What follows belongs to an exercise in optimizing a design on an open flow for small area; a production flow would make more cautious choices. The RTL was checked by simulation tests, not by an equivalence proof against the original design. Power figures rest on the tool's default switching activity, not on a simulated workload.

==> flow/config.mk <==
export PLATFORM = sky130hd
export DESIGN_NAME = uart_mem_bridge
export DESIGN_NICKNAME = uart_mem_bridge
export VERILOG_FILES = /design/flow/design.v
export SDC_FILE = /design/flow/constraint.sdc
export NUM_CORES = 4
export LEC_CHECK = 0
export CAP_MARGIN = 20
export CORE_MARGIN = 2
export CORE_UTILIZATION = 40
export SLEW_MARGIN = 20
==> flow/constraint.sdc <==
create_clock -name core_clock -period 6.2 [get_ports {w_clk_div}]
set_input_delay 1.2400 -clock core_clock [delete_from_list [all_inputs] [get_ports {w_clk_div}]]
set_output_delay 1.2400 -clock core_clock [all_outputs]
set_load 0.01 [all_outputs]
==> flow/design.v <==
package ub_pkg;
	typedef logic [7:0] byte_t;
	typedef logic [127:0] mem_word_t;
	typedef logic [26:0] mem_addr_t;
	typedef logic [2:0] bank_t;  
	typedef logic [13:0] row_t;  
	typedef logic [9:0] col_t;  
	typedef enum logic [2:0] {
		st_idle,  
		st_write_issue,  
		st_write_advance,  
		st_read_setup,  
		st_read_req,  
		st_read_wait,  
		st_read_send  
	} seq_state_t;
endpackage
`timescale 1ns/1ps
module uart_mem_bridge (
	input  logic         w_clk_div,
	input  logic         i_reset,
	input  logic         i_uart_rx,
	output logic         o_uart_tx,
	output logic         o_mem_cmd_en,
	output logic         o_mem_cmd_rd,
	output logic [2:0]   o_mem_bank,
	output logic [13:0]  o_mem_row,
	output logic [9:0]   o_mem_col,
	output logic [127:0] o_mem_wrdata,
	input  logic [127:0] i_mem_rddata,
	input  logic         i_mem_rddata_valid
);
	logic [1:0] r_sync;
	logic [3:0] r_rx_ph;
	logic [5:0] r_rx_cnt;
	logic [7:0] r_rx_sh;
	logic r_rx_valid;
	logic w_line;
	logic w_rx_tick;
	assign w_line = r_sync[1];
	assign w_rx_tick = (r_rx_cnt == 6'd53);
	always_ff @(posedge w_clk_div) begin
		if (i_reset) begin
			r_sync <= 2'b11;
			r_rx_ph <= 4'd1;
			r_rx_valid <= 1'b0;
		end else begin
			r_sync <= {r_sync[0], i_uart_rx};
			r_rx_valid <= 1'b0;
			if (r_rx_ph == 4'd1) begin
				if (!w_line)
					r_rx_ph <= 4'd7;  
			end else if (w_rx_tick) begin
				if (r_rx_ph == 4'd7 && w_line)
					r_rx_ph <= 4'd1;  
				else
					r_rx_ph <= r_rx_ph + 4'd1;  
				if (r_rx_ph == 4'd0)
					r_rx_valid <= w_line;  
			end
		end
	end
	always_ff @(posedge w_clk_div) begin
		if (r_rx_ph == 4'd1)
			r_rx_cnt <= 6'd27;  
		else if (w_rx_tick)
			r_rx_cnt <= 6'd0;
		else
			r_rx_cnt <= r_rx_cnt + 6'd1;
		if (r_rx_ph[3] && w_rx_tick)
			r_rx_sh <= {w_line, r_rx_sh[7:1]};
	end
	logic [3:0] r_fidx;  
	logic r_fv;
	logic [119:0] r_fbuf;  
	logic [127:0] w_frame;
	logic r_f_clr, r_f_rd, r_f_sa, r_ne_hi, r_ne_lo;
	logic [7:0] w_diff;
	assign w_frame = {r_fbuf, r_rx_sh};
	assign w_diff = r_rx_sh ^ r_fbuf[31:24];  
	always_ff @(posedge w_clk_div) begin
		if (i_reset) begin
			r_fidx <= 4'd0;
			r_fv <= 1'b0;
		end else begin
			r_fv <= r_rx_valid && (r_fidx == 4'd15);
			if (r_rx_valid)
				r_fidx <= r_fidx + 4'd1;
		end
	end
	always_ff @(posedge w_clk_div) begin
		if (r_rx_valid) begin
			if (r_fidx != 4'd15)
				r_fbuf <= {r_fbuf[111:0], r_rx_sh};
			r_f_clr <= (r_rx_sh == 8'h66) && (r_fidx == 4'd0 || r_f_clr);
			if (!r_fidx[3]) begin
				r_f_rd <= (r_rx_sh == 8'h77) && (r_fidx == 4'd0 || r_f_rd);
				r_f_sa <= (r_rx_sh == 8'h61) && (r_fidx == 4'd0 || r_f_sa);
			end
			r_ne_lo <= |w_diff[2:0];
			if (r_fidx == 4'd12)
				r_ne_hi <= |w_diff[2:0];
			else
				r_ne_hi <= r_ne_hi || (|w_diff[7:3]) || (r_fidx != 4'd15 && |w_diff[2:0]);
		end
	end
	localparam logic [2:0] S_IDLE = 3'b000;
	localparam logic [2:0] S_W1   = 3'b001;
	localparam logic [2:0] S_W2   = 3'b010;  
	localparam logic [2:0] S_R1   = 3'b101;
	localparam logic [2:0] S_RC   = 3'b110;  
	localparam logic [2:0] S_RW   = 3'b111;  
	localparam logic [2:0] S_RS   = 3'b100;  
	logic [2:0] r_st;
	logic [26:0] r_addr;  
	logic [26:0] r_save;  
	logic [23:0] r_end;  
	logic r_lo_eq;  
	logic w_dec, w_is_read, w_go_word, w_go_ack, w_rd_step;
	logic [23:0] w_addr_inc;
	logic [3:0] r_tph;  
	logic [5:0] r_tcnt;
	logic [3:0] r_tidx;
	logic w_ttick;
	logic [127:0] r_word;
	assign w_dec = r_fv && (r_st == S_IDLE);
	assign w_is_read = r_f_rd && (r_ne_hi || r_ne_lo);
	assign w_go_ack = w_dec && r_f_clr;
	assign w_go_word = r_st[2] && r_st[1] && i_mem_rddata_valid;
	assign w_ttick = (r_tcnt == 6'd53);
	assign w_rd_step = (r_st == S_RS) && (r_tph == 4'd1) && w_ttick;
	assign w_addr_inc = r_addr[26:3] + 24'd1;
	assign o_mem_cmd_en = r_st[1] && !r_st[0];
	assign o_mem_cmd_rd = r_st[2];
	assign {o_mem_bank, o_mem_row, o_mem_col} = r_addr;
	assign o_mem_wrdata = w_frame;
	always_ff @(posedge w_clk_div) begin
		if (i_reset) begin
			r_st <= S_IDLE;
			r_addr <= '0;
		end else begin
			case (r_st)
				S_IDLE: begin
					if (r_fv) begin
						if (r_f_clr)
							r_addr <= '0;
						else if (w_is_read) begin
							r_addr <= w_frame[58:32];
							r_st <= S_R1;
						end else if (r_f_sa)
							r_addr <= w_frame[26:0];
						else
							r_st <= S_W1;
					end
				end
				S_W1: r_st <= S_W2;
				S_W2: begin
					r_addr[26:3] <= w_addr_inc;
					r_st <= S_IDLE;
				end
				S_R1: r_st <= S_RC;
				S_RC, S_RW: begin
					if (i_mem_rddata_valid)
						r_st <= S_RS;
					else
						r_st <= S_RW;
				end
				S_RS: begin
					if (w_rd_step) begin
						if (r_addr[26:3] == r_end && r_lo_eq) begin
							r_addr <= r_save;
							r_st <= S_IDLE;
						end else begin
							r_addr[26:3] <= w_addr_inc;
							r_st <= S_R1;
						end
					end
				end
				default: r_st <= S_IDLE;
			endcase
		end
	end
	always_ff @(posedge w_clk_div) begin
		if (w_dec && !r_f_clr && w_is_read) begin
			r_save <= r_addr;
			r_end <= w_frame[26:3];
			r_lo_eq <= !r_ne_lo;
		end
	end
	always_ff @(posedge w_clk_div) begin
		if (w_go_word)
			r_word <= i_mem_rddata;
		else if (w_go_ack)
			r_word[7:0] <= 8'h8a;  
	end
	always_ff @(posedge w_clk_div) begin
		if (i_reset)
			r_tph <= 4'd2;
		else if (w_go_word || w_go_ack)
			r_tph <= 4'd6;
		else if (r_tph != 4'd2 && w_ttick) begin
			if (r_tph == 4'd0 && r_tidx != 4'd0)
				r_tph <= 4'd6;  
			else
				r_tph <= r_tph + 4'd1;
		end
	end
	always_ff @(posedge w_clk_div) begin
		if (w_go_word || w_go_ack) begin
			r_tcnt <= 6'd51;  
			r_tidx <= w_go_ack ? 4'd0 : 4'd15;
		end else if (w_ttick) begin
			if (r_tph == 4'd0) begin
				if (r_tidx != 4'd0) begin
					r_tcnt <= 6'd51;
					r_tidx <= r_tidx - 4'd1;
				end else
					r_tcnt <= 6'd52;  
			end else
				r_tcnt <= 6'd0;
		end else
			r_tcnt <= r_tcnt + 6'd1;
	end
	assign o_uart_tx = (r_tph != 4'd7) && !(r_tph[3] && !r_word[{r_tidx, r_tph[2:0]}]);
endmodule
==> flow/flow/run.sh <==
#!/bin/bash
# Standard ORFS layout (the standard.sh, unchanged synthesis, floorplan,
# power grid and routing) with two knobs the flow scripts read from the
# environment: the smallest buffer for the port buffers, and a clock tree
# without dummy loads built from small clock buffers.
set -euo pipefail
export BUFFER_PORTS_ARGS="-buffer_cell sky130_fd_sc_hd__buf_1"
export CTS_ARGS="-sink_clustering_enable -repair_clock_nets -dont_use_dummy_load -buf_list {sky130_fd_sc_hd__clkbuf_4 sky130_fd_sc_hd__clkbuf_8} -sink_clustering_size 20 -sink_clustering_max_diameter 60"
bash standard.sh finish > make_finish.log 2>&1
==> flow/standard.sh <==
#!/bin/bash
# synth_recipe.tcl (not shown) runs the flow's synth.tcl, then flattens the netlist and writes it again
# the make line also repeats each setting of config.mk as NAME=value (left out here)
make -C /OpenROAD-flow-scripts/flow DESIGN_CONFIG=/design/flow/config.mk WORK_HOME=/design/flow/orfs CLKGATE_MAP_FILE= SYNTH_SCRIPT=/design/flow/synth_recipe.tcl "${@:-finish}"
==> results of run 1 <==
## worst register-to-register path, cell delays in order, from the launching register on
cell,delay [ns]
dfxtp_1,0.53
xnor2_1,0.16
nand4_1,0.17
or4_4,0.61
o21ai_2,0.79
nand2_1,0.40
a221oi_1,0.37
nor3_1,0.08
## how the worst min path moves through the flow
stage | startpoint | end | slack [ns] | cells past startpoint
3_5_place_dp | r_sync[0]$_SDFF_PP1_ | r_sync[1]$_SDFF_PP1_ | 0.40 | 1
6_report | r_sync[0]$_SDFF_PP1_ | r_sync[1]$_SDFF_PP1_ | 0.41 | 1
5_1_grt | r_sync[0]$_SDFF_PP1_ | r_sync[1]$_SDFF_PP1_ | 0.42 | 1
3_3_place_gp | r_sync[0]$_SDFF_PP1_ | r_sync[1]$_SDFF_PP1_ | 0.39 | 1
2_1_floorplan | r_sync[0]$_SDFF_PP1_ | r_sync[1]$_SDFF_PP1_ | 0.39 | 1
4_1_cts | r_sync[0]$_SDFF_PP1_ | r_sync[1]$_SDFF_PP1_ | 0.41 | 1
## power by group through the flow
stage | combinational (mW) | clock [mW] | sequential [mW]
floorplan | 0.129 | 0 | 2.85
global placement | 0.210 | 0 | 2.85
detailed placement | 0.214 | 0 | 2.85
CTS | 0.215 | 1.32 | 2.80
global route | 0.243 | 1.40 | 2.80
finish | 0.215 | 1.26 | 2.80
## cell families after synthesis
kind of cell | share of synthesized area (%)
DFF | 72.2
and+or+nand+nor | 8.21
AOI/OAI and AO/OA | 7.02
muxes | 6.53
buffers and inverters | 1.73
xor gates and xnor gates | 3.08
adders and majority gates | 1.27
## flip-flops by register name, summed over array words and instances, names as in the netlist, 4 cells and up
register,count
r_end,24
r_fbuf,120
r_fidx,4
r_tidx,4
r_rx_ph,4
r_tph,4
r_rx_sh,8
r_addr,27
r_rx_cnt,6
r_word,128
r_tcnt,6
r_save,27
## layer usage
layer  share of wire [%]  track usage [%]  up-vias
li1                    -                -     4326
met5                   0                0        -
met4                 2.8             6.59        0
met1                  46             26.4     4614
met3                 5.7             2.94       60
met2                  45             27.7      310
## layout make-up
class,instances,share of cell area [%]
diodes,1,0.0148
inverters,21,0.480
clock buffers,34,2.76
flip-flops and latches,375,63.1
well taps,468,3.46
multi-input cells,543,23.0
repair buffers,302,7.27
## cell usage in the layout, fill, tap and decap left out, types with 3 or more instances in the layout
cell	netlist	final
mux2i_1	46	46
a311oi_1	4	4
o22ai_1	7	7
nand3_1	19	19
clkbuf_8	0	34
and2_1	9	9
nor4b_1	3	3
nand2_1	57	57
inv_1	19	18
nor3_1	40	40
a211oi_1	8	8
nor4_1	7	7
a221oi_1	9	9
o21ai_1	8	7
nor3b_1	3	3
a31oi_1	4	3
ha_1	15	15
nand4_1	12	12
o2bb2ai_1	11	11
nor2_1	58	57
dfxtp_1	58	57
a211o_1	3	3
o221ai_1	7	7
buf_1	0	288
o21ai_0	35	35
a21oi_1	50	50
buf_4	0	10
nand2b_1	11	11
xor2_1	21	21
or2_2	5	5
and3_1	7	7
edfxtp_1	317	317
mux4_2	22	22
and4_1	5	5
xnor2_1	31	31
## stage by stage
step,instance area [sq um],std cells,setup WS (ns)
2_1_floorplan,14800,976,1.27
3_3_place_gp,16400,1706,2.18
3_5_place_dp,16400,1706,2.08
4_1_cts,16900,1740,1.41
5_1_grt,16900,1743,1.19
6_report,16900,1744,1.50
==> flow_summary.yaml, run 1 <==
pwr:
  sw_frac_of_total_pct: 22.2
  p_leak_nw: 5.35
  p_int_mw: 3.33
  pwr-share-seq_pct: 65.4
  combPwrFrac_pct: 5.0
  powerDensity_nw_per_um2: 252
  power_switching_mw: 0.947
  clockPowerShare_pct: 29.5
  ir_worst_vdd_mv: 0.154
  finalPower_mw: 4.28
placement:
  io_buffers: 289
  dpl.hpwl_um: 24300
  place_congestion: 0.833
critical_path:
  cp-endpoint: "o_uart_tx"
  crit_top_cell: "o21ai_0"
  rr_endpoint: "r_addr[15]$_SDFFE_PP0P_"
  critical_path_arrival_ns: 3.46
  cp.depth: 8
  crit_slowest_cell: "dfxtp_2"
  max_stage_delay_ns: 0.74
  endpoint_kind: "primary output"
  cp_top_family: "compound AO/OA/AOI/OAI gates"
  reg2reg_from: "r_addr[12]$_SDFFE_PP0P_"
  rr_worst_depth: 7
  path_cells: "buf_4, mux2i_1, o221ai_1, a2111oi_0, o21ai_0, o21ai_0, nor3_1, buf_1"
  worst-path-buf-inv: 2
  critPathRequiredTime_ns: 4.96
  ff2ff_setup_slack_ns: 2.94
  critPathMaxFanout: 29
  critPathLaunch: "r_tph[0]$_SDFFE_PP0P_"
  worst_setup_path_start_kind: "flop"
  worstSetupPathType: "reg -> out"
grt:
  grt_max_degree: 91
  gr-total-overflow: 0
  grtUsageTotal_pct: 18.2
  grt_pass1_vias: 8899
  grt_pass1_wl_um: 53200
  antenna_found_initial: 0
logic_synthesis:
  yosysSeqAreaShare_pct: 72.2
  yosysMostFrequentCell: "edfxtp_1"
  syn_avg_cell_area_sq_um: 15.2
  ys_ff_latch: 375
  synthesis.nets: 1123
  synth.cells.most_frequent: "edfxtp_1 (317), dfxtp_1 (58), nor2_1 (58)"
  synthTopCellsByArea: "edfxtp_1 (64%), dfxtp_1 (7.8%), mux4_2 (3.3%), mux2i_1 (3.1%), xnor2_1 (1.8%)"
  async_flop_share_pct: 0
  yosys_warnings: 1
  netlist.area_leader.share_pct: 64.3
  synthCells: 976
  syn_area_sq_um: 14800
  synth_edf_count: 317
  synth_cell_types: 59
  synth_top_area_cell: "edfxtp_1"
  synth-main-ff-cell: "edfxtp_1"
sta:
  setup_tns_ns: 0
  rsz0062_at_grt: "false"
  post-route-period-util_pct: 75.9
  clock.fmax_ghz: 0.213
  slew_violations: 0
  tightest_slew_ns: 0.968
  skew_ns: 0.0721
  setup_viol: 0
  finalCriticalPeriod_ns: 4.70
  max_slew_margin_pct: 35.4
  hold_violations: 0
  holdWs_ns: 0.409
drt:
  first_pass_iters: 5
  routed_wl_um: 35800
  wire_per_inst_um: 20.5
  drtIter0Drc: 651
  viasPerCell: 5.34
  vias: 9310
  ant_nets: 0
  drcViolationCount: 0
die:
  dieArea_sq_um: 38600
  fp.dieW_um: 196
  boundaryPins: 290
  die_h_um: 196
  coreArea_sq_um: 36500
  initial_utilization_pct: 40.5
  rows: 70
run_status:
  outcome: "timing/DRC/antenna clean"
cells_and_area:
  multi_input_area_sq_um: 3890
  final_nets: 1424
  final_layout_size_suffix_gt1_share_pct: 6.67
  syn2layout_area_growth_pct: 14.5
  regArea_sq_um: 10700
  nFillCells: 3288
  utilization_pct: 46.4
clocking:
  h-tree-depth: 2
  cts.sinks: 375
  numCtsBuffers: 34
  clockRootBuffer: "clkbuf_8"
  cts_tree: "built"
  cts_hold_buf: 0
  worstSkewPairLatency_ns: 0.60
  path_clk_slew_ns: 0.10
  cts_resized: 0
  clk_path_buf_depth: 3
  cts_setup_buffers: 0
job:
  maxCapViolations: 0
worst_hold_path:
  hold_path.class: "reg -> reg"
==> inputs of run 2 (changes only) <==
--- a/flow/design.v
+++ b/flow/design.v
@@ -75,8 +75,15 @@
 	logic [119:0] r_fbuf;  
 	logic [127:0] w_frame;
+	logic [1:0] r_cls;  
+	logic [1:0] w_code;
 	logic r_f_clr, r_f_rd, r_f_sa, r_ne_hi, r_ne_lo;
 	logic [7:0] w_diff;
 	assign w_frame = {r_fbuf, r_rx_sh};
 	assign w_diff = r_rx_sh ^ r_fbuf[31:24];  
+	assign w_code = (r_rx_sh == 8'h77) ? 2'd1 : (r_rx_sh == 8'h61) ? 2'd2 :
+		(r_rx_sh == 8'h66) ? 2'd3 : 2'd0;
+	assign r_f_clr = (r_cls == 2'd3);
+	assign r_f_rd = (r_cls == 2'd1);
+	assign r_f_sa = (r_cls == 2'd2);
 	always_ff @(posedge w_clk_div) begin
 		if (i_reset) begin
@@ -93,9 +100,8 @@
 			if (r_fidx != 4'd15)
 				r_fbuf <= {r_fbuf[111:0], r_rx_sh};
-			r_f_clr <= (r_rx_sh == 8'h66) && (r_fidx == 4'd0 || r_f_clr);
-			if (!r_fidx[3]) begin
-				r_f_rd <= (r_rx_sh == 8'h77) && (r_fidx == 4'd0 || r_f_rd);
-				r_f_sa <= (r_rx_sh == 8'h61) && (r_fidx == 4'd0 || r_f_sa);
-			end
+			if (r_fidx == 4'd0)
+				r_cls <= w_code;
+			else if (w_code != r_cls && !(r_fidx[3] && r_cls != 2'd3))
+				r_cls <= 2'd0;
 			r_ne_lo <= |w_diff[2:0];
 			if (r_fidx == 4'd12)
@@ -123,5 +129,8 @@
 	logic [3:0] r_tidx;
 	logic w_ttick;
-	logic [127:0] r_word;
+	logic [127:0] r_ring;
+	logic r_txbit;
+	logic [2:0] w_next_k;
+	localparam logic [7:0] lp_ack = 8'h8a;  
 	assign w_dec = r_fv && (r_st == S_IDLE);
 	assign w_is_read = r_f_rd && (r_ne_hi || r_ne_lo);
@@ -189,8 +198,14 @@
 	end
 	always_ff @(posedge w_clk_div) begin
-		if (w_go_word)
-			r_word <= i_mem_rddata;
-		else if (w_go_ack)
-			r_word[7:0] <= 8'h8a;  
+		for (int k = 0; k < 8; k++)
+			for (int p = 0; p < 16; p++)
+				r_ring[k*16 + p] <= !(w_go_word ?
+					i_mem_rddata[8*(15 - ((p + 8 + 6*k) % 16)) + k] :
+					r_ring[k*16 + (p + 15) % 16]);
+	end
+	assign w_next_k = r_tph[2:0] + 3'd1;
+	always_ff @(posedge w_clk_div) begin
+		if (w_ttick && (r_tph == 4'd7 || (r_tph[3] && r_tph[2:0] != 3'd7)))
+			r_txbit <= (r_st == S_RS) ? r_ring[{w_next_k, 4'd0}] ^ r_tidx[0] : lp_ack[w_next_k];
 	end
 	always_ff @(posedge w_clk_div) begin
@@ -222,4 +237,4 @@
 			r_tcnt <= r_tcnt + 6'd1;
 	end
-	assign o_uart_tx = (r_tph != 4'd7) && !(r_tph[3] && !r_word[{r_tidx, r_tph[2:0]}]);
+	assign o_uart_tx = (r_tph != 4'd7) && !(r_tph[3] && !r_txbit);
 endmodule
--- a/flow/flow/run.sh
+++ b/flow/flow/run.sh
@@ -6,4 +6,4 @@
 set -euo pipefail
 export BUFFER_PORTS_ARGS="-buffer_cell sky130_fd_sc_hd__buf_1"
-export CTS_ARGS="-sink_clustering_enable -repair_clock_nets -dont_use_dummy_load -buf_list {sky130_fd_sc_hd__clkbuf_4 sky130_fd_sc_hd__clkbuf_8} -sink_clustering_size 20 -sink_clustering_max_diameter 60"
+export CTS_ARGS="-sink_clustering_enable -repair_clock_nets -dont_use_dummy_load -buf_list {sky130_fd_sc_hd__clkbuf_16} -sink_clustering_size 30 -sink_clustering_max_diameter 100"
 bash standard.sh finish > make_finish.log 2>&1
--- a/flow/config.mk
+++ b/flow/config.mk
@@ -6,6 +6,7 @@
 export NUM_CORES = 4
 export LEC_CHECK = 0
-export CAP_MARGIN = 20
+export CAP_MARGIN = 0
 export CORE_MARGIN = 2
-export CORE_UTILIZATION = 40
-export SLEW_MARGIN = 20
+export CORE_UTILIZATION = 72
+export PLACE_DENSITY = 0.8
+export SLEW_MARGIN = 0
==> run 2 against run 1 <==
  * Non-clock buffer count is 6 lower
  * Highest routed layer is now met5
  * Count of clock-buffer cells in the layout is 18 lower
  * Die area is 46% lower
  * Combinational power is 39% lower
  * Total power is 7.1% lower
  * Register-to-register slack better by 0.02 ns
  * Largest cell class unchanged
==> flow_summary.yaml, run 2 <==
logic_synthesis:
  synthCells: 1078
  synth-main-ff-cell: "edfxtp_1"
  synth-compound-area-share_pct: 7.52
  synthTopCellsByArea: "edfxtp_1 (40%), dfxtp_1 (26%), mux2i_1 (9.5%), xnor2_1 (3.0%), nand2_1 (2.2%)"
  ys_ff_latch: 375
  synthesis.nets: 1227
  synth_cell_types: 57
  syn_avg_cell_area_sq_um: 13.1
  async_flop_share_pct: 0
  yosysMostFrequentCell: "edfxtp_1"
  synth-xor-area-share_pct: 3.78
  synth_fa_ha_area_share_pct: 1.51
  synth_simple_gate_area_share_pct: 8.88
  synthMuxAreaShare_pct: 9.82
  yosys_warnings: 1
  synth_top_area_cell: "edfxtp_1"
  netlist.area_leader.share_pct: 40.2
  synth_edf_count: 189
  synth_top_family_by_area: "multiplexers"
  yosysSeqAreaShare_pct: 66.6
  synth.cells.most_frequent: "edfxtp_1 (189), dfxtp_1 (186), mux2i_1 (134)"
  syn_area_sq_um: 14100
drt:
  viasPerCell: 6.00
  drcViolationCount: 0
  ant_nets: 0
  vias: 9628
  wire_per_inst_um: 20.6
  drtIter0Drc: 817
  routed_wl_um: 33000
  first_pass_iters: 6
critical_path:
  path_cells: "ha_1, or4b_4, nor4_4, o31a_1, nor2_1, a221o_1, a221o_1"
  max_stage_delay_ns: 0.79
  rr_endpoint: "r_addr[9]$_SDFFE_PP0P_"
  critPathMaxFanout: 24
  endpoint_kind: "flop"
  critical_path_arrival_ns: 3.64
  ff2ff_setup_slack_ns: 2.96
  worst_setup_path_start_kind: "flop"
  crit_top_cell: "a221o_1"
  critPathRequiredTime_ns: 6.60
  rr_worst_depth: 7
  critPathLaunch: "r_tcnt[0]$_SDFF_PP1_"
  cp-endpoint: "r_addr[9]$_SDFFE_PP0P_"
  crit_slowest_cell: "o31a_1"
  reg2reg_from: "r_tcnt[0]$_SDFF_PP1_"
  worstSetupPathType: "reg -> reg"
clocking:
  path_clk_slew_ns: 0.11
  cts_hold_buf: 0
  cts_setup_buffers: 0
  h-tree-depth: 1
  clk_path_buf_depth: 3
  cts.sinks: 375
  numCtsBuffers: 16
  cts_tree: "built"
  cts_resized: 0
  clockRootBuffer: "clkbuf_16"
  worstSkewPairLatency_ns: 0.51
cells_and_area:
  num_antenna_cells: 0
  final_common_cell: "buf_1"
  final_layout_size_suffix_gt1_share_pct: 3.06
  top_regs: "r_ring (128), r_fbuf (120)"
  fin_cells: 1606
  nFillCells: 1124
  syn2layout_area_growth_pct: 12.3
  largest_reg_flops: 128
  utilization_pct: 82.0
  final_cell_area_sq_um: 15900
  top_register: "r_ring"
  final_cell_mix: "buf_1 (289), edfxtp_1 (189), dfxtp_1 (186), mux2i_1 (134), nand2_1 (84)"
  final_nets: 1492
sta:
  rsz0062_at_grt: "false"
  post-route-period-util_pct: 52.2
  skew_ns: 0.0379
  setup_tns_ns: 0
  tightest_slew_ns: 1.19
  holdWs_ns: 0.411
  clock.fmax_ghz: 0.309
  max_slew_margin_pct: 20.6
  hold_violations: 0
  slew_violations: 0
  worst_slack_ns: 2.96
  finalCriticalPeriod_ns: 3.24
  setup_viol: 0
pwr:
  p_leak_nw: 6.25
  sw_frac_of_total_pct: 20.0
  ir_worst_vdd_mv: 0.268
  pwr-share-seq_pct: 67.4
  finalPower_mw: 3.97
  powerDensity_nw_per_um2: 250
  combPwrFrac_pct: 3.3
  power_switching_mw: 0.796
  clockPowerShare_pct: 29.3
  p_int_mw: 3.18
grt:
  grt_pass1_vias: 9127
  grt_pass1_wl_um: 49400
  gr-total-overflow: 0
  grtUsageTotal_pct: 31.0
  grt_max_degree: 97
  antenna_found_initial: 1
die:
  boundaryPins: 290
  coreArea_sq_um: 19300
  rows: 51
  initial_utilization_pct: 73.0
  fp.dieW_um: 144
  die_h_um: 144
  dieArea_sq_um: 20700
job:
  maxCapViolations: 0
placement:
  dpl.hpwl_um: 23600
  io_buffers: 289
  pre_cts_ws_ns: 2.89
  dpl_cell_area_sq_um: 15500
  place_congestion: 0.945
  dp.cells: 1590
run_status:
  outcome: "timing/DRC/antenna clean"
worst_hold_path:
  hold_path.class: "reg -> reg"
[run 2: area by class of cell]
| class | instances | area [sq um] | area share [%] |
|---|---|---|---|
| Clock buffer | 16 | 400 | 2.53 |
| Inverter | 22 | 82.6 | 0.521 |
| Multi-Input combinational cell | 632 | 4490 | 28.3 |
| Sequential cell | 375 | 9400 | 59.3 |
| Tap cell | 265 | 332 | 2.09 |
| Timing Repair Buffer | 296 | 1150 | 7.25 |
[run 2: cells by family after synthesis]
| group | count (synthesis) |
|---|---|
| compound gates | 164 |
| mux | 136 |
| simple gates | 254 |
| xor+xnor | 61 |
| buf+inv | 71 |
| flops | 375 |
| fa+ha+maj | 17 |
[run 2: power by group through the flow]
stage	logic (mW)	clock network, mW	registers (mW)
after floorplan	0.0826	0	2.72
after global placement	0.125	0	2.73
after detailed placement	0.132	0	2.73
after CTS	0.134	1.18	2.68
after global routing	0.151	1.25	2.68
final	0.132	1.16	2.68
[run 2: metal layers]
layer	wire (um)	vias up	part of all wire [%]	track usage, %
met5	12	-	0.036	0
met4	1170	2	3.6	10.3
met3	3000	78	9.1	5.46
met2	16000	518	49	52.4
met1	12800	4577	39	41.0
li1	-	4453	-	-
[run 2: worst min path at each step]
| stage | from | slack, ns | end | depth (start not counted) |
|---|---|---|---|---|
| after global routing | r_ring[15]$_DFF_P_ | 0.42 | r_ring[0]$_DFF_P_ | 1 |
| after detailed placement | r_ring[34]$_DFF_P_ | 0.40 | r_ring[35]$_DFF_P_ | 1 |
| after floorplan | r_sync[0]$_SDFF_PP1_ | 0.39 | r_sync[1]$_SDFF_PP1_ | 1 |
| after global placement | r_ring[37]$_DFF_P_ | 0.39 | r_ring[38]$_DFF_P_ | 1 |
| final | r_ring[15]$_DFF_P_ | 0.41 | r_ring[0]$_DFF_P_ | 1 |
| after CTS | r_ring[15]$_DFF_P_ | 0.41 | r_ring[0]$_DFF_P_ | 1 |
[run 2: critical path: cells and delay by family (launching register included)]
kind                     cells  cell delay (ns)
AO/OA/AOI/OAI                3             1.46
adder cells (fa/ha/maj)      1             0.16
flip-flops                   1             0.39
AND/OR/NAND/NOR              3             1.10
==> inputs of run 3 (changes only) <==
--- a/flow/config.mk
+++ b/flow/config.mk
@@ -8,5 +8,4 @@
 export CAP_MARGIN = 0
 export CORE_MARGIN = 2
-export CORE_UTILIZATION = 72
-export PLACE_DENSITY = 0.8
+export CORE_UTILIZATION = 65
 export SLEW_MARGIN = 0
==> run 3 against run 2 <==
  * Clock power about the same
  * Count of clock-buffer cells in the layout stayed put
  * Final area up 0.13%
  * Sequential share of layout area fell by 0.075 points
  * Combinational power hardly changed
  * Cell count up 0.68%
  * First-iteration DRC count shrank 14%
  * Critical path depth unchanged
  * Non-clock buffer count is 1 higher
  * Synthesized cell count unchanged
  * Register-to-register slack lost 0.03 ns
  * Total power rose by 0.17%
  * Highest routed layer is now met4
==> flow_summary.yaml, run 3 <==
cells_and_area:
  final_nets: 1493
  utilization_pct: 75.1
  top_register: "r_ring"
  final_common_cell: "buf_1"
  final_cell_mix: "buf_1 (289), edfxtp_1 (189), dfxtp_1 (186), mux2i_1 (134), nand2_1 (84)"
  largest_reg_flops: 128
  final_layout_size_suffix_gt1_share_pct: 3.13
  top_regs: "r_ring (128), r_fbuf (120)"
  num_antenna_cells: 0
  nFillCells: 1490
  syn2layout_area_growth_pct: 12.5
  fin_cells: 1617
logic_synthesis:
  synth_edf_count: 189
  synthTopCellsByArea: "edfxtp_1 (40%), dfxtp_1 (26%), mux2i_1 (9.5%), xnor2_1 (3.0%), nand2_1 (2.2%)"
  synthMuxAreaShare_pct: 9.82
  async_flop_share_pct: 0
  synth-compound-area-share_pct: 7.52
  synth_simple_gate_area_share_pct: 8.88
  synth_cell_types: 57
  netlist.area_leader.share_pct: 40.2
  yosysMostFrequentCell: "edfxtp_1"
  yosys_warnings: 1
  syn_avg_cell_area_sq_um: 13.1
  synth_top_family_by_area: "multiplexers"
  synth_top_area_cell: "edfxtp_1"
  synthesis.nets: 1227
  yosysSeqAreaShare_pct: 66.6
  synth-xor-area-share_pct: 3.78
  synth.cells.most_frequent: "edfxtp_1 (189), dfxtp_1 (186), mux2i_1 (134)"
  synthCells: 1078
  syn_area_sq_um: 14100
  synth_fa_ha_area_share_pct: 1.51
  synth-main-ff-cell: "edfxtp_1"
  ys_ff_latch: 375
drt:
  drtIter0Drc: 704
  routed_wl_um: 32400
  wire_per_inst_um: 20.0
  ant_nets: 0
  viasPerCell: 5.82
  first_pass_iters: 5
  vias: 9410
  drcViolationCount: 0
clocking:
  cts.sinks: 375
  clockRootBuffer: "clkbuf_16"
  cts_resized: 0
  numCtsBuffers: 16
  cts_setup_buffers: 0
  cts_hold_buf: 0
  path_clk_slew_ns: 0.11
  worstSkewPairLatency_ns: 0.53
  cts_tree: "built"
  clk_path_buf_depth: 3
  h-tree-depth: 1
critical_path:
  worst_setup_path_start_kind: "flop"
  critPathMaxFanout: 24
  worstSetupPathType: "reg -> reg"
  path_cells: "ha_1, or4b_4, nor4_4, o31a_1, nor2_1, a221o_1, a221o_1"
  cp_top_family: "compound AO/OA/AOI/OAI gates"
  crit_slowest_cell: "o31a_1"
  critPathRequiredTime_ns: 6.62
  worst-path-buf-inv: 0
  endpoint_kind: "flop"
  crit_top_cell: "a221o_1"
  max_stage_delay_ns: 0.82
  critical_path_arrival_ns: 3.69
die:
  initial_utilization_pct: 66.7
  die_h_um: 151
  boundaryPins: 290
  dieArea_sq_um: 22900
  coreArea_sq_um: 21200
  rows: 53
  fp.dieW_um: 151
placement:
  place_congestion: 0.910
  dp.cells: 1601
  dpl.hpwl_um: 23200
  io_buffers: 289
sta:
  tightest_slew_ns: 1.08
  rsz0062_at_grt: "false"
  post-route-period-util_pct: 52.7
  setup_tns_ns: 0
  max_slew_margin_pct: 27.0
  skew_ns: 0.0664
  finalCriticalPeriod_ns: 3.27
  slew_violations: 0
  clock.fmax_ghz: 0.306
  setup_viol: 0
  hold_violations: 0
grt:
  grt_pass1_vias: 8776
  grt_max_degree: 98
  gr-total-overflow: 0
  grt_pass1_wl_um: 48400
  grtUsageTotal_pct: 27.6
  antenna_found_initial: 0
run_status:
  outcome: "timing/DRC/antenna clean"
pwr:
  powerDensity_nw_per_um2: 251
  p_leak_nw: 6.26
  ir_worst_vdd_mv: 0.248
  finalPower_mw: 3.98
worst_hold_path:
  hold_path.class: "reg -> reg"
job:
  maxCapViolations: 0
## run 3: changes by cell type in the layout (fill, tap and decap cells not counted)
cell	previous run	this run
buf_4	6	7
## run 3: worst register-to-register path: stages, from the launching register on
cell and delay [ns]:
dfxtp_1 0.41, ha_1 0.19, or4b_4 0.49, nor4_4 0.33
o31a_1 0.82, nor2_1 0.27, a221o_1 0.42, a221o_1 0.26
## run 3: final timing paths
path	startpoint	end	slack [ns]	cells past startpoint
max	r_tcnt[0]$_SDFF_PP1_	r_addr[11]$_SDFFE_PP0P_	2.93	7
min	r_ring[91]$_DFF_P_	r_ring[92]$_DFF_P_	0.40	1
max reg2reg	r_tcnt[0]$_SDFF_PP1_	r_addr[11]$_SDFFE_PP0P_	2.93	7
min reg2reg	r_ring[91]$_DFF_P_	r_ring[92]$_DFF_P_	0.40	1
## run 3: kinds of logic after synthesis
family	Yosys count
AO/OA/AOI/OAI	164
XOR/XNOR	61
adder cells (fa/ha/maj)	17
buffers and inverters	71
flip-flops	375
multiplexers	136
AND/OR/NAND/NOR	254
## run 3: layout make-up
type / count / area, sq um / share of cell area, %
repair buffers: 297 / 1160 / 7.29
inverters: 22 / 82.6 / 0.520
flip-flops and latches: 375 / 9400 / 59.2
multi-input cells: 632 / 4490 / 28.3
clock buffers: 16 / 400 / 2.52
well taps: 275 / 344 / 2.17
## run 3: through the flow
stage / setup slack, ns / hold slack, ns / area (sq um)
global placement: 2.92 / 0.392 / 15500
CTS: 2.97 / 0.404 / 15900
detailed placement: 2.88 / 0.399 / 15500
global route: 2.79 / 0.420 / 15900
floorplan: 1.49 / 0.389 / 14100
finish: 2.93 / 0.398 / 15900
## run 3: power breakdown
group | switching [mW] | leakage, nW | internal [mW]
logic | 0.0622 | 2.74 | 0.0721
registers | 0.0415 | 3.32 | 2.64
clock network | 0.698 | 0.197 | 0.469
## run 3: per-layer routing
metal / routed length (um) / vias up / track usage, %
met4: 673 / 0 / 6.73
met5: 0 / - / 0
met3: 3000 / 46 / 5.27
met2: 15500 / 406 / 45.5
li1: - / 4452 / -
met1: 13200 / 4506 / 38.1
==> inputs of run 4 (changes only) <==
--- a/flow/design.v
+++ b/flow/design.v
@@ -144,28 +144,21 @@
 	assign {o_mem_bank, o_mem_row, o_mem_col} = r_addr;
 	assign o_mem_wrdata = w_frame;
-	always_ff @(posedge w_clk_div) begin
-		if (i_reset) begin
+	logic w_rd_last;
+	assign w_rd_last = (r_addr[26:3] == r_end) && r_lo_eq;
+	always_ff @(posedge w_clk_div) begin
+		if (i_reset)
 			r_st <= S_IDLE;
-			r_addr <= '0;
-		end else begin
+		else begin
 			case (r_st)
 				S_IDLE: begin
-					if (r_fv) begin
-						if (r_f_clr)
-							r_addr <= '0;
-						else if (w_is_read) begin
-							r_addr <= w_frame[58:32];
+					if (r_fv && !r_f_clr) begin
+						if (w_is_read)
 							r_st <= S_R1;
-						end else if (r_f_sa)
-							r_addr <= w_frame[26:0];
-						else
+						else if (!r_f_sa)
 							r_st <= S_W1;
 					end
 				end
 				S_W1: r_st <= S_W2;
-				S_W2: begin
-					r_addr[26:3] <= w_addr_inc;
-					r_st <= S_IDLE;
-				end
+				S_W2: r_st <= S_IDLE;
 				S_R1: r_st <= S_RC;
 				S_RC, S_RW: begin
@@ -176,13 +169,6 @@
 				end
 				S_RS: begin
-					if (w_rd_step) begin
-						if (r_addr[26:3] == r_end && r_lo_eq) begin
-							r_addr <= r_save;
-							r_st <= S_IDLE;
-						end else begin
-							r_addr[26:3] <= w_addr_inc;
-							r_st <= S_R1;
-						end
-					end
+					if (w_rd_step)
+						r_st <= w_rd_last ? S_IDLE : S_R1;
 				end
 				default: r_st <= S_IDLE;
@@ -191,6 +177,21 @@
 	end
 	always_ff @(posedge w_clk_div) begin
+		if (i_reset || (w_dec && r_f_clr))
+			r_save <= '0;
+		else if (w_dec && r_f_sa)
+			r_save <= w_frame[26:0];
+		else if (r_st == S_W2)
+			r_save[26:3] <= w_addr_inc;
+	end
+	always_ff @(posedge w_clk_div) begin
+		if (r_st == S_W1)
+			r_addr <= r_save;
+		else if (w_dec && w_is_read)
+			r_addr <= w_frame[58:32];
+		else if (w_rd_step)
+			r_addr[26:3] <= w_addr_inc;
+	end
+	always_ff @(posedge w_clk_div) begin
 		if (w_dec && !r_f_clr && w_is_read) begin
-			r_save <= r_addr;
 			r_end <= w_frame[26:3];
 			r_lo_eq <= !r_ne_lo;
--- a/flow/flow/run.sh
+++ b/flow/flow/run.sh
@@ -6,4 +6,4 @@
 set -euo pipefail
 export BUFFER_PORTS_ARGS="-buffer_cell sky130_fd_sc_hd__buf_1"
-export CTS_ARGS="-sink_clustering_enable -repair_clock_nets -dont_use_dummy_load -buf_list {sky130_fd_sc_hd__clkbuf_16} -sink_clustering_size 30 -sink_clustering_max_diameter 100"
+export CTS_ARGS="-sink_clustering_enable -repair_clock_nets -dont_use_dummy_load -buf_list {sky130_fd_sc_hd__clkbuf_8 sky130_fd_sc_hd__clkbuf_16} -sink_clustering_buffer sky130_fd_sc_hd__clkbuf_8 -sink_clustering_size 20 -sink_clustering_max_diameter 60"
 bash standard.sh finish > make_finish.log 2>&1
==> run 4 against run 3 <==
  * Cell count shrank 1.1%
  * Hold slack got worse by 0.020 ns
  * Critical endpoint is now r_addr[16]$_DFFE_PP_
  * Synthesized cell count shrank 2.7%
  * Sequential power shrank 2%
  * Still clean
  * Total power decreased by 3.0%
  * Non-clock buffer count is 2 higher
  * Largest power group unchanged
  * Synthesized area barely moved
  * Critical path depth grew 1
==> flow_summary.yaml, run 4 <==
die:
  die_h_um: 151
  fp.dieW_um: 151
  rows: 53
  coreArea_sq_um: 21200
  dieArea_sq_um: 22900
  boundaryPins: 290
  initial_utilization_pct: 66.7
logic_synthesis:
  syn_avg_cell_area_sq_um: 13.5
  synthCells: 1049
  synthTopCellsByArea: "edfxtp_1 (40%), dfxtp_1 (26%), mux2i_1 (9.6%), xnor2_1 (2.4%), nand2_1 (1.7%)"
  netlist.area_leader.share_pct: 40.2
  synth_top_family_by_area: "multiplexers"
  synthMuxAreaShare_pct: 9.90
  synth_top_area_cell: "edfxtp_1"
  synth_fa_ha_area_share_pct: 1.51
  synth.cells.most_frequent: "edfxtp_1 (189), dfxtp_1 (186), mux2i_1 (135)"
  async_flop_share_pct: 0
  yosys_warnings: 1
  synth-xor-area-share_pct: 3.85
  synth_edf_count: 189
  synth-compound-area-share_pct: 6.39
  ys_ff_latch: 375
  syn_area_sq_um: 14100
  yosysMostFrequentCell: "edfxtp_1"
  yosysSeqAreaShare_pct: 66.6
  synth_simple_gate_area_share_pct: 9.25
  synth-main-ff-cell: "edfxtp_1"
  synthesis.nets: 1198
  synth_cell_types: 66
pwr:
  pwr-share-seq_pct: 68.1
  combPwrFrac_pct: 2.8
  clockPowerShare_pct: 29.1
  p_int_mw: 3.08
  p_leak_nw: 5.07
  finalPower_mw: 3.86
  ir_worst_vdd_mv: 0.195
  power_switching_mw: 0.776
  sw_frac_of_total_pct: 20.1
  powerDensity_nw_per_um2: 245
sta:
  rsz0062_at_grt: "false"
  setup_tns_ns: 0
  tightest_slew_ns: 1.02
  max_slew_margin_pct: 31.9
  hold_violations: 0
  skew_ns: 0.0509
  clock.fmax_ghz: 0.346
  post-route-period-util_pct: 46.6
  finalCriticalPeriod_ns: 2.89
  worst_slack_ns: 3.31
  setup_viol: 0
  slew_violations: 0
cells_and_area:
  num_antenna_cells: 0
  final_layout_size_suffix_gt1_share_pct: 5.14
  final_common_cell: "buf_1"
  syn2layout_area_growth_pct: 11.8
  top_regs: "r_ring (128), r_fbuf (120)"
  final_cell_mix: "buf_1 (289), edfxtp_1 (189), dfxtp_1 (186), mux2i_1 (135), nand2_1 (64)"
  largest_reg_flops: 128
  nFillCells: 1466
  final_nets: 1475
  top_register: "r_ring"
clocking:
  cts.sinks: 375
  clk_path_buf_depth: 3
  clockRootBuffer: "clkbuf_16"
  cts_hold_buf: 0
  path_clk_slew_ns: 0.12
  h-tree-depth: 1
  cts_setup_buffers: 0
  numCtsBuffers: 26
  worstSkewPairLatency_ns: 0.53
  cts_tree: "built"
  cts_resized: 0
critical_path:
  crit_top_cell: "buf_4"
  critical_path_arrival_ns: 3.07
  crit_slowest_cell: "dfxtp_1"
  rr_worst_depth: 8
  reg2reg_from: "r_st[2]$_SDFFE_PP0P_"
  worst_setup_path_start_kind: "flop"
  cp_top_family: "buffers and inverters"
  critPathRequiredTime_ns: 6.39
  max_stage_delay_ns: 0.46
  worstSetupPathType: "reg -> reg"
  cp.depth: 8
  critPathMaxFanout: 40
  rr_endpoint: "r_addr[16]$_DFFE_PP_"
  endpoint_kind: "flop"
  ff2ff_setup_slack_ns: 3.31
  path_cells: "and4bb_2, o211ai_2, buf_4, inv_1, buf_4, nor2_1, o21ai_2, buf_4"
  worst-path-buf-inv: 4
run_status:
  outcome: "timing/DRC/antenna clean"
drt:
  viasPerCell: 5.81
  drcViolationCount: 0
  ant_nets: 0
  first_pass_iters: 7
  vias: 9286
  routed_wl_um: 31700
  wire_per_inst_um: 19.8
  drtIter0Drc: 722
placement:
  dpl.hpwl_um: 22500
  pre_cts_ws_ns: 3.37
  place_congestion: 0.876
  io_buffers: 289
grt:
  grt_max_degree: 133
  gr-total-overflow: 0
  grt_pass1_vias: 8872
  grtUsageTotal_pct: 27.0
  grt_pass1_wl_um: 47700
  antenna_found_initial: 0
job:
  maxCapViolations: 0
worst_hold_path:
  min_to: "r_ring[80]$_DFF_P_"
  hp-start: "r_ring[95]$_DFF_P_"
  hold_path.class: "reg -> reg"
  hold_depth: 1
## run 4: cell type report
cell class                      instances  area, sq um  area share [%]
Timing Repair Buffer                  299         1170            7.43
Multi-Input combinational cell        602         4380            27.8
Clock buffer                           26          392            2.48
Inverter                               22         82.6           0.524
Tap cell                              275          344            2.18
Sequential cell                       375         9400            59.6
## run 4: stage by stage
step | std cells | hold slack [ns] | utilization, % | instance area, sq um
6_report | 1599 | 0.377 | 74.6 | 15800
2_1_floorplan | 1049 | 0.387 | - | 14100
3_3_place_gp | 1573 | 0.388 | 72.7 | 15400
4_1_cts | 1599 | 0.382 | 74.6 | 15800
5_1_grt | 1599 | 0.401 | 74.6 | 15800
3_5_place_dp | 1573 | 0.393 | 72.7 | 15400
## run 4: routing by layer
layer	GRT usage [%]	vias up	share of wire [%]
met4	8.04	0	2.6
met1	37.8	4382	41
met3	5.72	62	10
met5	0	-	0
met2	43.0	471	46
li1	-	4371	-
## run 4: worst max-delay path by stage
stage	from	end	slack [ns]
floorplan	r_fidx[0]$_SDFFE_PP0P_	r_fbuf[0]$_DFFE_PP_	1.49
global placement	r_st[2]$_SDFFE_PP0P_	r_addr[9]$_DFFE_PP_	3.48
detailed placement	r_st[2]$_SDFFE_PP0P_	r_addr[9]$_DFFE_PP_	3.37
CTS	r_st[2]$_SDFFE_PP0P_	r_addr[6]$_DFFE_PP_	3.35
global route	r_st[2]$_SDFFE_PP0P_	r_addr[6]$_DFFE_PP_	3.19
finish	r_st[2]$_SDFFE_PP0P_	r_addr[16]$_DFFE_PP_	3.31
## run 4: power groups by stage
stage / combinational, mW / sequential, mW / clock (mW)
2_1_floorplan: 0.0653 / 2.68 / 0
6_report: 0.107 / 2.63 / 1.12
3_5_place_dp: 0.109 / 2.69 / 0
4_1_cts: 0.109 / 2.63 / 1.15
3_3_place_gp: 0.103 / 2.68 / 0
5_1_grt: 0.123 / 2.63 / 1.24
## run 4: cell families (layout without fill, tap and decap cells)
family,after synthesis,after routing
adder cells (fa/ha/maj),17,17
XOR/XNOR,62,62
multiplexers,137,137
flip-flops,375,375
AND/OR/NAND/NOR,241,241
buffers and inverters,72,347
AO/OA/AOI/OAI,145,145
## run 4: worst register-to-register path, delay by kind of cell (launching register included)
family	cells	cell delay (ns)
flops	1	0.46
buf+inv	4	1.14
compound gates	2	0.41
simple gates	2	0.56
==> inputs of run 5 (changes only) <==
--- a/flow/design.v
+++ b/flow/design.v
@@ -198,15 +198,24 @@
 		end
 	end
+	logic w_rclr;
+	assign w_rclr = (r_tph == 4'd2) || (r_tph == 4'd1) || (r_tph == 4'd0 && r_tidx == 4'd0);
 	always_ff @(posedge w_clk_div) begin
 		for (int k = 0; k < 8; k++)
-			for (int p = 0; p < 16; p++)
-				r_ring[k*16 + p] <= !(w_go_word ?
-					i_mem_rddata[8*(15 - ((p + 8 + 6*k) % 16)) + k] :
-					r_ring[k*16 + (p + 15) % 16]);
+			for (int p = 0; p < 16; p++) begin
+				if (p == 0)
+					r_ring[k*16] <= (!r_ring[k*16 + 15] && !w_rclr) ||
+						(w_go_word && i_mem_rddata[8*(15 - ((p + 8 + 6*k) % 16)) + k]);
+				else if (p % 2 == 1)
+					r_ring[k*16 + p] <= !(r_ring[k*16 + p - 1] ||
+						(w_go_word && i_mem_rddata[8*(15 - ((p + 8 + 6*k) % 16)) + k]));
+				else
+					r_ring[k*16 + p] <= !r_ring[k*16 + p - 1] ||
+						(w_go_word && i_mem_rddata[8*(15 - ((p + 8 + 6*k) % 16)) + k]);
+			end
 	end
 	assign w_next_k = r_tph[2:0] + 3'd1;
 	always_ff @(posedge w_clk_div) begin
 		if (w_ttick && (r_tph == 4'd7 || (r_tph[3] && r_tph[2:0] != 3'd7)))
-			r_txbit <= (r_st == S_RS) ? r_ring[{w_next_k, 4'd0}] ^ r_tidx[0] : lp_ack[w_next_k];
+			r_txbit <= (r_st == S_RS) ? r_ring[{w_next_k, 4'd0}] : lp_ack[w_next_k];
 	end
 	always_ff @(posedge w_clk_div) begin
==> run 5 against run 4 <==
  * Synthesized area decreased by 3.4%
  * Final area decreased by 3.2%
  * Non-clock buffer count is 2 lower
  * Highest routed layer unchanged
==> flow_summary.yaml, run 5 <==
run_status:
  outcome: "timing/DRC/antenna clean"
clocking:
  h-tree-depth: 1
  clk_path_buf_depth: 3
  cts_hold_buf: 0
  clockRootBuffer: "clkbuf_16"
  cts_tree: "built"
  worstSkewPairLatency_ns: 0.51
  path_clk_slew_ns: 0.11
  numCtsBuffers: 24
  cts_resized: 0
  cts_setup_buffers: 0
  cts.sinks: 375
critical_path:
  worst-path-buf-inv: 2
  endpoint_kind: "flop"
  worstSetupPathType: "reg -> reg"
  cp_top_family: "simple AND/OR/NAND/NOR gates"
  critPathRequiredTime_ns: 6.30
  worst_setup_path_start_kind: "flop"
  critical_path_arrival_ns: 3.42
  crit_slowest_cell: "nand2_1"
  max_stage_delay_ns: 0.86
  critPathMaxFanout: 40
  path_cells: "nand2b_1, or4_1, buf_4, inv_6, nor2_2, nand2_1"
drt:
  wire_per_inst_um: 19.5
  drtIter0Drc: 752
  ant_nets: 0
  routed_wl_um: 32200
  first_pass_iters: 6
  viasPerCell: 5.74
  drcViolationCount: 0
  vias: 9503
logic_synthesis:
  netlist.area_leader.share_pct: 41.7
  synth.cells.most_frequent: "edfxtp_1 (189), dfxtp_1 (186), nand2_1 (171)"
  ys_ff_latch: 375
  synth_cell_types: 67
  synthTopCellsByArea: "edfxtp_1 (42%), dfxtp_1 (27%), nand2_1 (4.7%), a21oi_1 (3.9%), xnor2_1 (2.1%)"
  synth_edf_count: 189
  yosysMostFrequentCell: "edfxtp_1"
  synthCells: 1117
  async_flop_share_pct: 0
  synth_top_area_cell: "edfxtp_1"
  syn_avg_cell_area_sq_um: 12.2
  synth-main-ff-cell: "edfxtp_1"
  yosysSeqAreaShare_pct: 69.0
  yosys_warnings: 1
  syn_area_sq_um: 13600
  synthesis.nets: 1266
sta:
  setup_viol: 0
  holdWs_ns: 0.355
  max_slew_margin_pct: 23.9
  hold_violations: 0
  post-route-period-util_pct: 53.5
  tightest_slew_ns: 1.14
  skew_ns: 0.0396
  slew_violations: 0
  rsz0062_at_grt: "false"
  worst_slack_ns: 2.88
  finalCriticalPeriod_ns: 3.32
  clock.fmax_ghz: 0.301
  setup_tns_ns: 0
grt:
  grt_use_met3_pct: 5.41
  met2_usage_pct: 46.9
  grt_max_degree: 86
  grt_pass1_wl_um: 48900
  grt_pass1_vias: 8929
  grtUsageMet1_pct: 38.3
  gr-total-overflow: 0
  grtUsageTotal_pct: 28.5
  grt_busiest_layer: "met2"
  antenna_found_initial: 0
cells_and_area:
  syn2layout_area_growth_pct: 12.1
  largest_reg_flops: 128
  final_cell_area_sq_um: 15300
  top_register: "r_ring"
  final_layout_size_suffix_gt1_share_pct: 4.33
  top_regs: "r_ring (128), r_fbuf (120)"
  final_common_cell: "buf_1"
  utilization_pct: 74.7
  final_nets: 1537
  fin_cells: 1656
  final_cell_mix: "buf_1 (289), edfxtp_1 (189), dfxtp_1 (186), nand2_1 (171), a21oi_1 (106)"
  num_antenna_cells: 0
die:
  dieArea_sq_um: 22100
  fp.dieW_um: 149
  rows: 52
  initial_utilization_pct: 66.7
  coreArea_sq_um: 20400
  boundaryPins: 290
  die_h_um: 149
placement:
  io_buffers: 289
  pre_cts_ws_ns: 2.97
  dpl_cell_area_sq_um: 14900
  dp.cells: 1632
  dpl.hpwl_um: 22700
  place_congestion: 0.867
pwr:
  ir_worst_vdd_mv: 0.238
  p_leak_nw: 5.39
  powerDensity_nw_per_um2: 248
  finalPower_mw: 3.78
job:
  maxCapViolations: 0
worst_hold_path:
  hold_path.class: "reg -> reg"
[run 5: changes by cell type in the layout (fill, tap and decap cells not counted), sizes merged, moves of 6 or more]
cell,delta
xnor2,-6
a22oi,+9
nor3,-7
o21ai,-6
a21oi,+73
nand2,+107
and3,+7
mux2i,-120
[run 5: per-layer routing]
layer	share of wire, %	vias up
li1	-	4511
met1	40	4463
met2	47	459
met3	9.5	70
met4	3.5	0
met5	0	-
[run 5: cell type report]
class	instances	area, sq um
Multi-Input combinational cell	670	3940
Timing Repair Buffer	297	1140
Tap cell	270	338
Clock buffer	24	364
Inverter	20	81.3
Fill cell	1457	5160
Sequential cell	375	9400
[run 5: path summary, 6_finish.rpt]
kind | slack, ns | start | cells past startpoint | endpoint
setup / recovery | 2.88 | r_cls[1]$_SDFFCE_PP0P_ | 6 | r_addr[16]$_DFFE_PP_
hold reg to reg | 0.36 | r_ring[69]$_DFF_P_ | 1 | r_ring[70]$_DFF_P_
hold / removal | 0.36 | r_ring[69]$_DFF_P_ | 1 | r_ring[70]$_DFF_P_
setup reg to reg | 2.88 | r_cls[1]$_SDFFCE_PP0P_ | 6 | r_addr[16]$_DFFE_PP_
[run 5: power breakdown]
part,internal (mW),switching [mW]
Combinational,0.0406,0.0371
Clock,0.396,0.692
Sequential,2.60,0.0229
Total,3.03,0.752
[run 5: kinds of logic after synthesis]
| family | after synthesis | share of synthesized area (%) |
|---|---|---|
| adder cells (fa/ha/maj) | 17 | 1.56 |
| AND/OR/NAND/NOR | 352 | 12.2 |
| multiplexers | 19 | 1.52 |
| buffers and inverters | 72 | 2.32 |
| AO/OA/AOI/OAI | 223 | 9.66 |
| XOR/XNOR | 59 | 3.79 |
| flip-flops | 375 | 69.0 |
==> inputs of run 6 (changes only) <==
--- a/flow/design.v
+++ b/flow/design.v
@@ -77,5 +77,5 @@
 	logic [1:0] r_cls;  
 	logic [1:0] w_code;
-	logic r_f_clr, r_f_rd, r_f_sa, r_ne_hi, r_ne_lo;
+	logic r_f_clr, r_f_rd, r_f_sa, r_ne_hi;
 	logic [7:0] w_diff;
 	assign w_frame = {r_fbuf, r_rx_sh};
@@ -104,9 +104,8 @@
 			else if (w_code != r_cls && !(r_fidx[3] && r_cls != 2'd3))
 				r_cls <= 2'd0;
-			r_ne_lo <= |w_diff[2:0];
 			if (r_fidx == 4'd12)
 				r_ne_hi <= |w_diff[2:0];
-			else
-				r_ne_hi <= r_ne_hi || (|w_diff[7:3]) || (r_fidx != 4'd15 && |w_diff[2:0]);
+			else if (r_fidx != 4'd15)
+				r_ne_hi <= r_ne_hi || (|w_diff);
 		end
 	end
@@ -134,5 +133,5 @@
 	localparam logic [7:0] lp_ack = 8'h8a;  
 	assign w_dec = r_fv && (r_st == S_IDLE);
-	assign w_is_read = r_f_rd && (r_ne_hi || r_ne_lo);
+	assign w_is_read = r_f_rd && (r_ne_hi || (|w_diff));
 	assign w_go_ack = w_dec && r_f_clr;
 	assign w_go_word = r_st[2] && r_st[1] && i_mem_rddata_valid;
@@ -195,5 +194,5 @@
 		if (w_dec && !r_f_clr && w_is_read) begin
 			r_end <= w_frame[26:3];
-			r_lo_eq <= !r_ne_lo;
+			r_lo_eq <= !(|w_diff[2:0]);
 		end
 	end
==> run 6 against run 5 <==
  * Hold slack better by 0.0088 ns
  * Highest routed layer unchanged
  * Sequential power down 2%
  * Count of clock-buffer cells in the layout up 1
  * Combinational power down 19%
  * Final area down 1.8%
==> flow_summary.yaml, run 6 <==
run_status:
  outcome: "timing/DRC/antenna clean"
cells_and_area:
  final_cell_mix: "buf_1 (289), edfxtp_1 (188), dfxtp_1 (186), nand2_1 (177), a21oi_1 (103)"
  largest_reg_flops: 128
  num_antenna_cells: 0
  syn2layout_area_growth_pct: 12.6
  fin_cells: 1639
  top_regs: "r_ring (128), r_fbuf (120)"
  final_common_cell: "buf_1"
  nFillCells: 1428
  final_nets: 1520
  final_layout_size_suffix_gt1_share_pct: 3.43
  top_register: "r_ring"
critical_path:
  critical_path_arrival_ns: 3.59
  critPathMaxFanout: 34
  rr_worst_depth: 9
  worstSetupPathType: "reg -> reg"
  reg2reg_from: "r_rx_sh[1]$_DFFE_PP_"
  ff2ff_setup_slack_ns: 2.87
  endpoint_kind: "flop"
  rr_endpoint: "r_addr[20]$_DFFE_PP_"
  worst_setup_path_start_kind: "flop"
  critPathRequiredTime_ns: 6.46
pwr:
  p_int_mw: 3.02
  sw_frac_of_total_pct: 19.7
  combPwrFrac_pct: 1.7
  pwr-share-seq_pct: 68.7
  p_leak_nw: 5.37
  powerDensity_nw_per_um2: 251
  ir_worst_vdd_mv: 0.187
  power_switching_mw: 0.739
  clockPowerShare_pct: 29.6
  finalPower_mw: 3.76
die:
  coreArea_sq_um: 20200
  dieArea_sq_um: 21600
  die_h_um: 147
  boundaryPins: 290
  fp.dieW_um: 147
  initial_utilization_pct: 66.0
  rows: 52
drt:
  drtIter0Drc: 821
  wire_per_inst_um: 18.7
  drcViolationCount: 0
  first_pass_iters: 5
  viasPerCell: 5.61
  ant_nets: 0
  vias: 9200
  routed_wl_um: 30600
logic_synthesis:
  async_flop_share_pct: 0
  ys_ff_latch: 374
  synth_top_family_by_area: "simple AND/OR/NAND/NOR gates"
  netlist.area_leader.share_pct: 42.4
  synthMuxAreaShare_pct: 0.921
  synthTopCellsByArea: "edfxtp_1 (42%), dfxtp_1 (28%), nand2_1 (5.0%), a21oi_1 (3.9%), xnor2_1 (2.5%)"
  synth_simple_gate_area_share_pct: 12.7
  synth_edf_count: 188
  synth-main-ff-cell: "edfxtp_1"
  synth_top_area_cell: "edfxtp_1"
  synth-compound-area-share_pct: 7.52
  synth.cells.most_frequent: "edfxtp_1 (188), dfxtp_1 (186), nand2_1 (177)"
  synth-xor-area-share_pct: 4.86
  synthesis.nets: 1238
  syn_avg_cell_area_sq_um: 12.2
  synth_cell_types: 53
  yosysMostFrequentCell: "edfxtp_1"
  syn_area_sq_um: 13300
  synthCells: 1089
  yosysSeqAreaShare_pct: 70.4
  synth_fa_ha_area_share_pct: 1.60
  yosys_warnings: 1
placement:
  io_buffers: 289
  place_congestion: 0.856
  dpl.hpwl_um: 21300
  dp.cells: 1614
sta:
  clock.fmax_ghz: 0.300
  slew_violations: 0
  tightest_slew_ns: 1.21
  hold_violations: 0
  post-route-period-util_pct: 53.8
  skew_ns: 0.0468
  setup_viol: 0
  rsz0062_at_grt: "false"
  max_slew_margin_pct: 19.1
  finalCriticalPeriod_ns: 3.33
  setup_tns_ns: 0
clocking:
  worstSkewPairLatency_ns: 0.53
  cts.sinks: 374
  clk_path_buf_depth: 3
  cts_tree: "built"
  cts_hold_buf: 0
  h-tree-depth: 1
  cts_resized: 0
  cts_setup_buffers: 0
  clockRootBuffer: "clkbuf_16"
  path_clk_slew_ns: 0.09
  numCtsBuffers: 25
grt:
  grt_pass1_wl_um: 46600
  antenna_found_initial: 0
  grt_pass1_vias: 8690
  gr-total-overflow: 0
  grtUsageTotal_pct: 27.5
  grt_max_degree: 86
worst_hold_path:
  hold_path.class: "reg -> reg"
  hp-start: "r_ring[85]$_DFF_P_"
  min_to: "r_ring[86]$_DFF_P_"
  hold_depth: 1
job:
  maxCapViolations: 0
==> run 6: cell count changes after synthesis, moves of 7 or more <==
cell      delta
nor4_1       -7
nor3_1      +24
a31oi_1      -9
o21ai_0     -12
nor2_1      +16
xor2_1       +7
clkbuf_1     -7
==> run 6: cell families after synthesis <==
group / count (synthesis)
AOI/OAI and AO/OA: 176
xor gates and xnor gates: 73
adders and majority gates: 17
buffers and inverters: 62
DFF: 374
muxes: 11
and+or+nand+nor: 376
==> run 6: worst max-delay path by stage <==
| stage | from | to | cells past startpoint | slack [ns] |
|---|---|---|---|---|
| after floorplan | r_fidx[0]$_SDFFE_PP0P_ | r_fbuf[0]$_DFFE_PP_ | 3 | 2.28 |
| after global placement | r_rx_sh[1]$_DFFE_PP_ | r_addr[26]$_DFFE_PP_ | 9 | 3.14 |
| after detailed placement | r_rx_sh[1]$_DFFE_PP_ | r_addr[20]$_DFFE_PP_ | 9 | 2.95 |
| after CTS | r_rx_sh[1]$_DFFE_PP_ | r_addr[20]$_DFFE_PP_ | 9 | 2.90 |
| after global routing | r_rx_sh[1]$_DFFE_PP_ | r_addr[20]$_DFFE_PP_ | 9 | 2.76 |
| final | r_rx_sh[1]$_DFFE_PP_ | r_addr[20]$_DFFE_PP_ | 9 | 2.87 |
==> run 6: cell type report <==
class / instances / area, sq um / share of cell area, %
Timing Repair Buffer: 298 / 1150 / 7.68
Clock buffer: 25 / 378 / 2.52
Inverter: 19 / 71.3 / 0.476
Multi-Input combinational cell: 653 / 3690 / 24.6
Sequential cell: 374 / 9370 / 62.5
Tap cell: 270 / 338 / 2.25
==> run 6: per-stage QoR <==
step,util (%),area [sq um],setup slack (ns),hold slack [ns]
after floorplan,-,13300,2.28,0.343
after global placement,72.5,14600,3.14,0.346
after detailed placement,72.5,14600,2.95,0.350
after CTS,74.4,15000,2.90,0.368
after global routing,74.4,15000,2.76,0.380
final,74.4,15000,2.87,0.364
==> run 6: layer usage <==
layer	share of wire (%)	global-route usage (%)	vias up
met5	0	0	-
met4	3.3	9.09	0
met3	9.1	4.47	68
met2	47	44.1	446
met1	41	38.9	4332
li1	-	-	4354
==> run 6: worst max-delay path, cell delays in order, from the launching register on <==
cell	delay, ns
edfxtp_1	0.51
xor2_1	0.22
nor3_2	0.33
or4b_1	0.51
nand3_1	0.10
buf_4	0.37
inv_1	0.34
buf_4	0.38
nor3_1	0.25
nor2_1	0.08
==> run 6: power by group through the flow <==
stage / clock [mW] / combinational [mW] / sequential, mW
after floorplan: 0 / 0.0269 / 2.64
after detailed placement: 0 / 0.0624 / 2.64
after global routing: 1.21 / 0.0710 / 2.58
after CTS: 1.13 / 0.0628 / 2.58
final: 1.11 / 0.0628 / 2.58
after global placement: 0 / 0.0616 / 2.64

[afterwards: timing with drivers on the ports]
Ports are ideal in the flow. The routed layouts listed here were re-timed in OpenROAD. Step 1 (the two cells are an assumption about what drives the block):
set clk [get_ports {w_clk_div}]
set_driving_cell -lib_cell sky130_fd_sc_hd__clkbuf_16 $clk
set_driving_cell -lib_cell sky130_fd_sc_hd__buf_2 [delete_from_list [all_inputs] $clk]
Step 2 moves the port delays by t, midway between the first and last clock arrival at a register: inputs arrive t later, outputs are due t later. That takes back most of the time a late clock gives input paths. a / b / c = ideal ports / drivers / drivers and shift; a / b = the first two.
| run | shift t [ns] | setup WS [ns] | worst register clock-pin slew, ns |
|---|---|---|---|
| run 1 | 0.609 | 1.497 / 1.448 / 2.057 | 0.11 / 0.11 |
| run 2 | 0.536 | 2.963 / 2.963 / 2.916 | 0.11 / 0.11 |
| run 3 | 0.544 | 2.933 / 2.933 / 2.932 | 0.12 / 0.12 |
| run 4 | 0.550 | 3.312 / 3.312 / 3.312 | 0.12 / 0.12 |
| run 5 | 0.543 | 2.881 / 2.881 / 2.881 | 0.11 / 0.11 |
| run 6 | 0.549 | 2.867 / 2.867 / 2.867 | 0.12 / 0.12 |
After both steps every run listed still meets setup and hold. For run 2, which loses most, drivers alone change the setup slack by 0.000 ns; drivers and shift together by -0.047 ns.
